Context: an optimization exercise on an open-source flow, tuned for small area and a short achievable clock period. The choices shown serve that exercise and are no tape-out recipe. The RTL was checked by simulation tests, not by an equivalence proof against the original design. Power is estimated from default activity; no workload was simulated.

Setup of TR:
==> flow/design.v <==
`timescale 1ns/1ps
`default_nettype none
package bmd_pkg;
    localparam int DATA_W   = 64;            
    localparam int SAMPLE_W = 8;             
    localparam int ADDR_W   = 32;            
    localparam int BURST_W  = 5;             
    localparam int TC_W     = 3;             
    typedef logic [DATA_W-1:0]  payload_t;
    typedef logic [ADDR_W-1:0]  dma_addr_t;
    typedef logic [BURST_W-1:0] burst_len_t;
    localparam logic [3:0] REG_CTRL = 4'd0;
    localparam logic [3:0] REG_ADDR = 4'd1;
    localparam logic [3:0] REG_LEN  = 4'd2;
    localparam logic [6:0] MWR32_FMT_TYPE = 7'b10_00000;
endpackage
`default_nettype wire
`timescale 1ns/1ps
`default_nettype none
module bmd_dma_top #(
    parameter int DATA_DEPTH = 32,
    parameter int ADDR_DEPTH = 8
) (
    input  wire logic                          clk,
    input  wire logic                          rst_n,
    input  wire logic                          reg_wr_i,
    input  wire logic [3:0]                    reg_addr_i,
    input  wire logic [31:0]                   reg_wdata_i,
    input  wire logic                          adc_valid_i,
    input  wire logic [bmd_pkg::SAMPLE_W-1:0]  adc1_i,
    input  wire logic [bmd_pkg::SAMPLE_W-1:0]  adc2_i,
    input  wire logic [15:0]                   cfg_completer_id_i,
    input  wire logic                          trn_tdst_rdy_n_i,
    output      logic [bmd_pkg::DATA_W-1:0]             trn_td_o,
    output      logic                          trn_tsof_n_o,
    output      logic                          trn_teof_n_o,
    output      logic                          trn_tsrc_rdy_n_o,
    output      logic [15:0]                   frames_sent_o,
    output      logic                          sample_ovf_o,
    output      logic                          addr_empty_o
);
    localparam int DW = bmd_pkg::DATA_W;
    localparam int AW = bmd_pkg::ADDR_W;
    localparam int DD = DATA_DEPTH;
    localparam int AD = ADDR_DEPTH;
    localparam int CW = $clog2(DD + 1);
    logic          enable_q;
    logic [2:0]    tc_q;
    logic [4:0]    blen_q;
    logic [15:0]   frames_q;
    logic wr_ctrl, wr_addr, wr_len;
    assign wr_ctrl = reg_wr_i && (reg_addr_i == bmd_pkg::REG_CTRL);
    assign wr_addr = reg_wr_i && (reg_addr_i == bmd_pkg::REG_ADDR);
    assign wr_len  = reg_wr_i && (reg_addr_i == bmd_pkg::REG_LEN);
    always_ff @(posedge clk) begin
        if (!rst_n) begin
            enable_q <= 1'b0;
            tc_q     <= '0;
            blen_q   <= 5'd1;
        end else begin
            if (wr_ctrl) begin
                enable_q <= reg_wdata_i[0];
                tc_q     <= reg_wdata_i[6:4];
            end
            if (wr_len) begin
                blen_q <= {(reg_wdata_i[3:0] == 4'd0), reg_wdata_i[3:0]};
            end
        end
    end
    logic       idle_q, hdr_q, adr_q, pay_q, last_q;
    logic       busy_q, sof_n_q, eof_n_q;    
    logic [3:0] rem_q;
    logic [7:0] tag_q;
    logic       xfer, start, load, dpop, apop;
    logic [AD:0]   asel_q;       
    logic          anempty_q;    
    logic [CW-1:0] dcount_q;     
    logic [DD:0]   rsel_q;       
    assign xfer  = busy_q && !trn_tdst_rdy_n_i;
    assign start = enable_q && anempty_q && (dcount_q >= {1'b0, blen_q});
    assign dpop  = xfer && pay_q;
    assign apop  = xfer && last_q;
    assign load  = xfer && (adr_q || (pay_q && !last_q));
    always_ff @(posedge clk) begin
        if (!rst_n) begin
            idle_q <= 1'b1;
            busy_q <= 1'b0;
            hdr_q  <= 1'b0;
            sof_n_q <= 1'b1;
            eof_n_q <= 1'b1;
            adr_q  <= 1'b0;
            pay_q  <= 1'b0;
            last_q <= 1'b0;
            rem_q  <= '0;
            tag_q  <= '0;
        end else begin
            if (!busy_q && start) begin
                idle_q <= 1'b0;
                busy_q <= 1'b1;
                hdr_q  <= 1'b1;
                sof_n_q <= 1'b0;
                rem_q  <= 4'(blen_q - 5'd1);
            end
            if (hdr_q && xfer) begin
                hdr_q <= 1'b0;
                sof_n_q <= 1'b1;
                adr_q <= 1'b1;
            end
            if (adr_q && xfer) begin
                adr_q  <= 1'b0;
                pay_q  <= 1'b1;
                last_q <= (rem_q == 4'd0);
                eof_n_q <= (rem_q != 4'd0);
            end
            if (pay_q && xfer) begin
                if (last_q) begin
                    pay_q  <= 1'b0;
                    idle_q <= 1'b1;
                    busy_q <= 1'b0;
                    last_q <= 1'b0;
                    eof_n_q <= 1'b1;
                    tag_q  <= tag_q + 8'd1;
                end else begin
                    rem_q  <= rem_q - 4'd1;
                    last_q <= (rem_q == 4'd1);
                    eof_n_q <= (rem_q != 4'd1);
                end
            end
        end
    end
    always_ff @(posedge clk) begin
        if (!rst_n) begin
            frames_q <= '0;
        end else if (apop) begin
            frames_q <= frames_q + 16'd1;
        end
    end
    logic [1:0]    pc_q;
    logic [DW-1:0] word_q;
    logic          push_q, ovf_q;
    logic          push_next;
    assign push_next = enable_q && adc_valid_i && (pc_q == 2'd3);
    always_ff @(posedge clk) begin
        if (enable_q && adc_valid_i) begin
            word_q <= {adc2_i, adc1_i, word_q[DW-1:16]};
        end
    end
    always_ff @(posedge clk) begin
        if (!rst_n) begin
            pc_q   <= '0;
            push_q <= 1'b0;
            ovf_q  <= 1'b0;
        end else begin
            push_q <= push_next;
            if (!enable_q) begin
                pc_q <= '0;
            end else if (adc_valid_i) begin
                pc_q <= pc_q + 2'd1;
            end
            if (push_q && (dcount_q == CW'(DD))) begin
                ovf_q <= 1'b1;
            end
        end
    end
    logic [DD-1:0][DW-1:0] dmem_q;
    logic                  dwe_q, dwe_n_q;
    logic [CW-1:0]         dcount_next;
    logic                  dwe_next;
    logic [DW-1:0]         mread;
    assign dcount_next = dcount_q + CW'(dwe_q) - CW'(dpop);
    assign dwe_next    = push_next && (dcount_next != CW'(DD));
    always_ff @(posedge clk) begin
        if (!rst_n) begin
            dwe_q    <= 1'b0;
            dwe_n_q  <= 1'b1;
            dcount_q <= '0;
            rsel_q   <= (DD+1)'(1);
        end else begin
            dwe_q    <= dwe_next;
            dwe_n_q  <= !dwe_next;
            dcount_q <= dcount_next;
            if (dwe_q && !load) begin
                rsel_q <= {rsel_q[DD-1:0], 1'b0};
            end else if (load && !dwe_q) begin
                rsel_q <= {1'b0, rsel_q[DD:1]};
            end
        end
    end
    always_ff @(posedge clk) begin
        dmem_q <= ({dmem_q[DD-2:0], word_q} & {(DD*DW){dwe_q}}) |
                  (dmem_q & {(DD*DW){dwe_n_q}});
    end
    always_comb begin
        mread = '0;
        for (int k = 0; k < DD; k++) begin
            mread = mread | (dmem_q[k] & {DW{rsel_q[k+1]}});
        end
    end
    logic [AD-1:0][AW-1:0] amem_q;
    logic                  awe_q;
    logic [AD:0]           asel_next;
    logic                  awe;
    logic [AW-1:0]         ahead;
    always_comb begin
        asel_next = asel_q;
        if (awe_q && !apop) begin
            asel_next = {asel_q[AD-1:0], 1'b0};
        end else if (apop && !awe_q) begin
            asel_next = {1'b0, asel_q[AD:1]};
        end
    end
    assign awe = rst_n && wr_addr && !asel_next[AD];
    always_ff @(posedge clk) begin
        if (!rst_n) begin
            awe_q   <= 1'b0;
            asel_q  <= (AD+1)'(1);
            anempty_q <= 1'b0;
        end else begin
            anempty_q <= !asel_next[0];
            awe_q   <= awe;
            asel_q  <= asel_next;
        end
    end
    always_ff @(posedge clk) begin
        if (awe) begin
            amem_q <= {amem_q[AD-2:0], reg_wdata_i[AW-1:0]};
        end
    end
    always_comb begin
        ahead = '0;
        for (int k = 0; k < AD; k++) begin
            ahead = ahead | (amem_q[k] & {AW{awe_q ? asel_q[k] : asel_q[k+1]}});
        end
    end
    logic [DW-1:0] td_q;
    logic [DW-1:0] hdr_word;
    logic [3:0]    cg_q;         
    always_ff @(posedge clk) begin
        for (int k = 0; k < 4; k++) begin
            cg_q[k] <= rst_n && ((!busy_q && start) || (cg_q[k] && trn_tdst_rdy_n_i));
        end
    end
    assign hdr_word = {1'b0, bmd_pkg::MWR32_FMT_TYPE, 1'b0, tc_q, 4'b0000, 6'b000000,
                       4'b0000, blen_q, 1'b0, 16'h0000, tag_q, 8'hFF};
    always_ff @(posedge clk) begin
        if (!rst_n) begin
            td_q <= '0;
        end else if (!busy_q && start) begin
            td_q <= hdr_word;
        end else if (xfer) begin
            if (hdr_q)       td_q <= {ahead, {(DW-AW){1'b0}}};
            else if (last_q) td_q <= '0;
            else             td_q <= mread;
        end
    end
    always_comb begin
        trn_td_o = td_q;
        for (int k = 0; k < 16; k++) begin
            trn_td_o[16+k] = td_q[16+k] | (cfg_completer_id_i[k] & cg_q[k/4]);
        end
    end
    assign trn_tsof_n_o     = sof_n_q;
    assign trn_teof_n_o     = eof_n_q;
    assign trn_tsrc_rdy_n_o = idle_q;
    assign frames_sent_o = frames_q;
    assign sample_ovf_o  = ovf_q;
    assign addr_empty_o  = asel_q[0];
endmodule
`default_nettype wire
==> flow/config.mk <==
export PLATFORM = sky130hd
export DESIGN_NAME = bmd_dma_top
export DESIGN_NICKNAME = bmd_dma_top
export VERILOG_FILES = /design/flow/design.v
export SDC_FILE = /design/flow/constraint.sdc
export NUM_CORES = 4
export LEC_CHECK = 0
export CAP_MARGIN = 20
export CORE_MARGIN = 2
export CORE_UTILIZATION = 70
export CTS_CLUSTER_DIAMETER = 55
export CTS_CLUSTER_SIZE = 40
export SETUP_SLACK_MARGIN = 3.0
export SLEW_MARGIN = 20
==> flow/constraint.sdc <==
create_clock -name core_clock -period 5.5 [get_ports {clk}]
set_input_delay 1.1000 -clock core_clock [delete_from_list [all_inputs] [get_ports {clk}]]
set_output_delay 1.1000 -clock core_clock [all_outputs]
set_load 0.01 [all_outputs]
standard.sh (not shown) runs the stock make flow with config.mk's settings and CLKGATE_MAP_FILE= SYNTH_SCRIPT=/design/flow/synth_recipe.tcl, a recipe that flattens the netlist after the stock synthesis.
==> flow/flow/run.sh <==
#!/bin/bash
# The standard layout, except that clock tree synthesis inserts no dummy loads
# (the cts arguments are otherwise the ones the standard flow builds from config.mk).
set -euo pipefail
bash standard.sh \
  "CTS_ARGS=-sink_clustering_enable -repair_clock_nets -sink_clustering_size 40 -sink_clustering_max_diameter 55 -dont_use_dummy_load" \
  finish > standard.log 2>&1
> inputs changed (TR -> JK)
Settings: SETUP_SLACK_MARGIN now 2.9, was 3.0.
Findings:
- Length of the first detailed-routing pass in iterations on JK is up relative to TR.
- Diff TR -> JK | wire length | down by a few percent
- Compared to TR, JK has clock tree skew after final layout 7.2 ps higher.
- The insertion delay of the later-clocked pin in the worst-skew pair on TR is in line with that on JK.
- In JK relative to TR, final area had gone down slightly.
- Data arrival time of the critical path up 1870 ps in JK wrt TR
- Diff TR..JK | total power draw | negligible
- Summary of JK over TR: vias after detailed routing shows a reduction of about 1.5%; maximum frequency went down by 3.2%.

==> afterwards: timing with drivers on the ports <==
Ports are ideal in the flow. The routed layouts listed here were re-timed in OpenROAD. Step 1 (the two cells are an assumption about what drives the block):
set clk [get_ports {clk}]
set_driving_cell -lib_cell sky130_fd_sc_hd__clkbuf_16 $clk
set_driving_cell -lib_cell sky130_fd_sc_hd__buf_2 [delete_from_list [all_inputs] $clk]
Step 2 adds t to the input delays and takes it off the output delays; t is the mean of the earliest and latest rising clock arrival at the registers after step 1. Input paths then give back, and output paths get back, about the clock's delay inside the block. a / b / c = ideal ports / drivers / drivers and shift; a / b = the first two.
run | shift t [ns] | setup slack, ns | worst setup path after step 2
TR | 0.889 | 2.908 / 2.818 / 2.150 | input to register
JK | 0.880 | 2.822 / 2.818 / 2.165 | input to register
After both steps every run listed still meets setup and hold. For TR, which loses most, drivers alone change the setup slack by -0.090 ns; drivers and shift together by -0.758 ns.
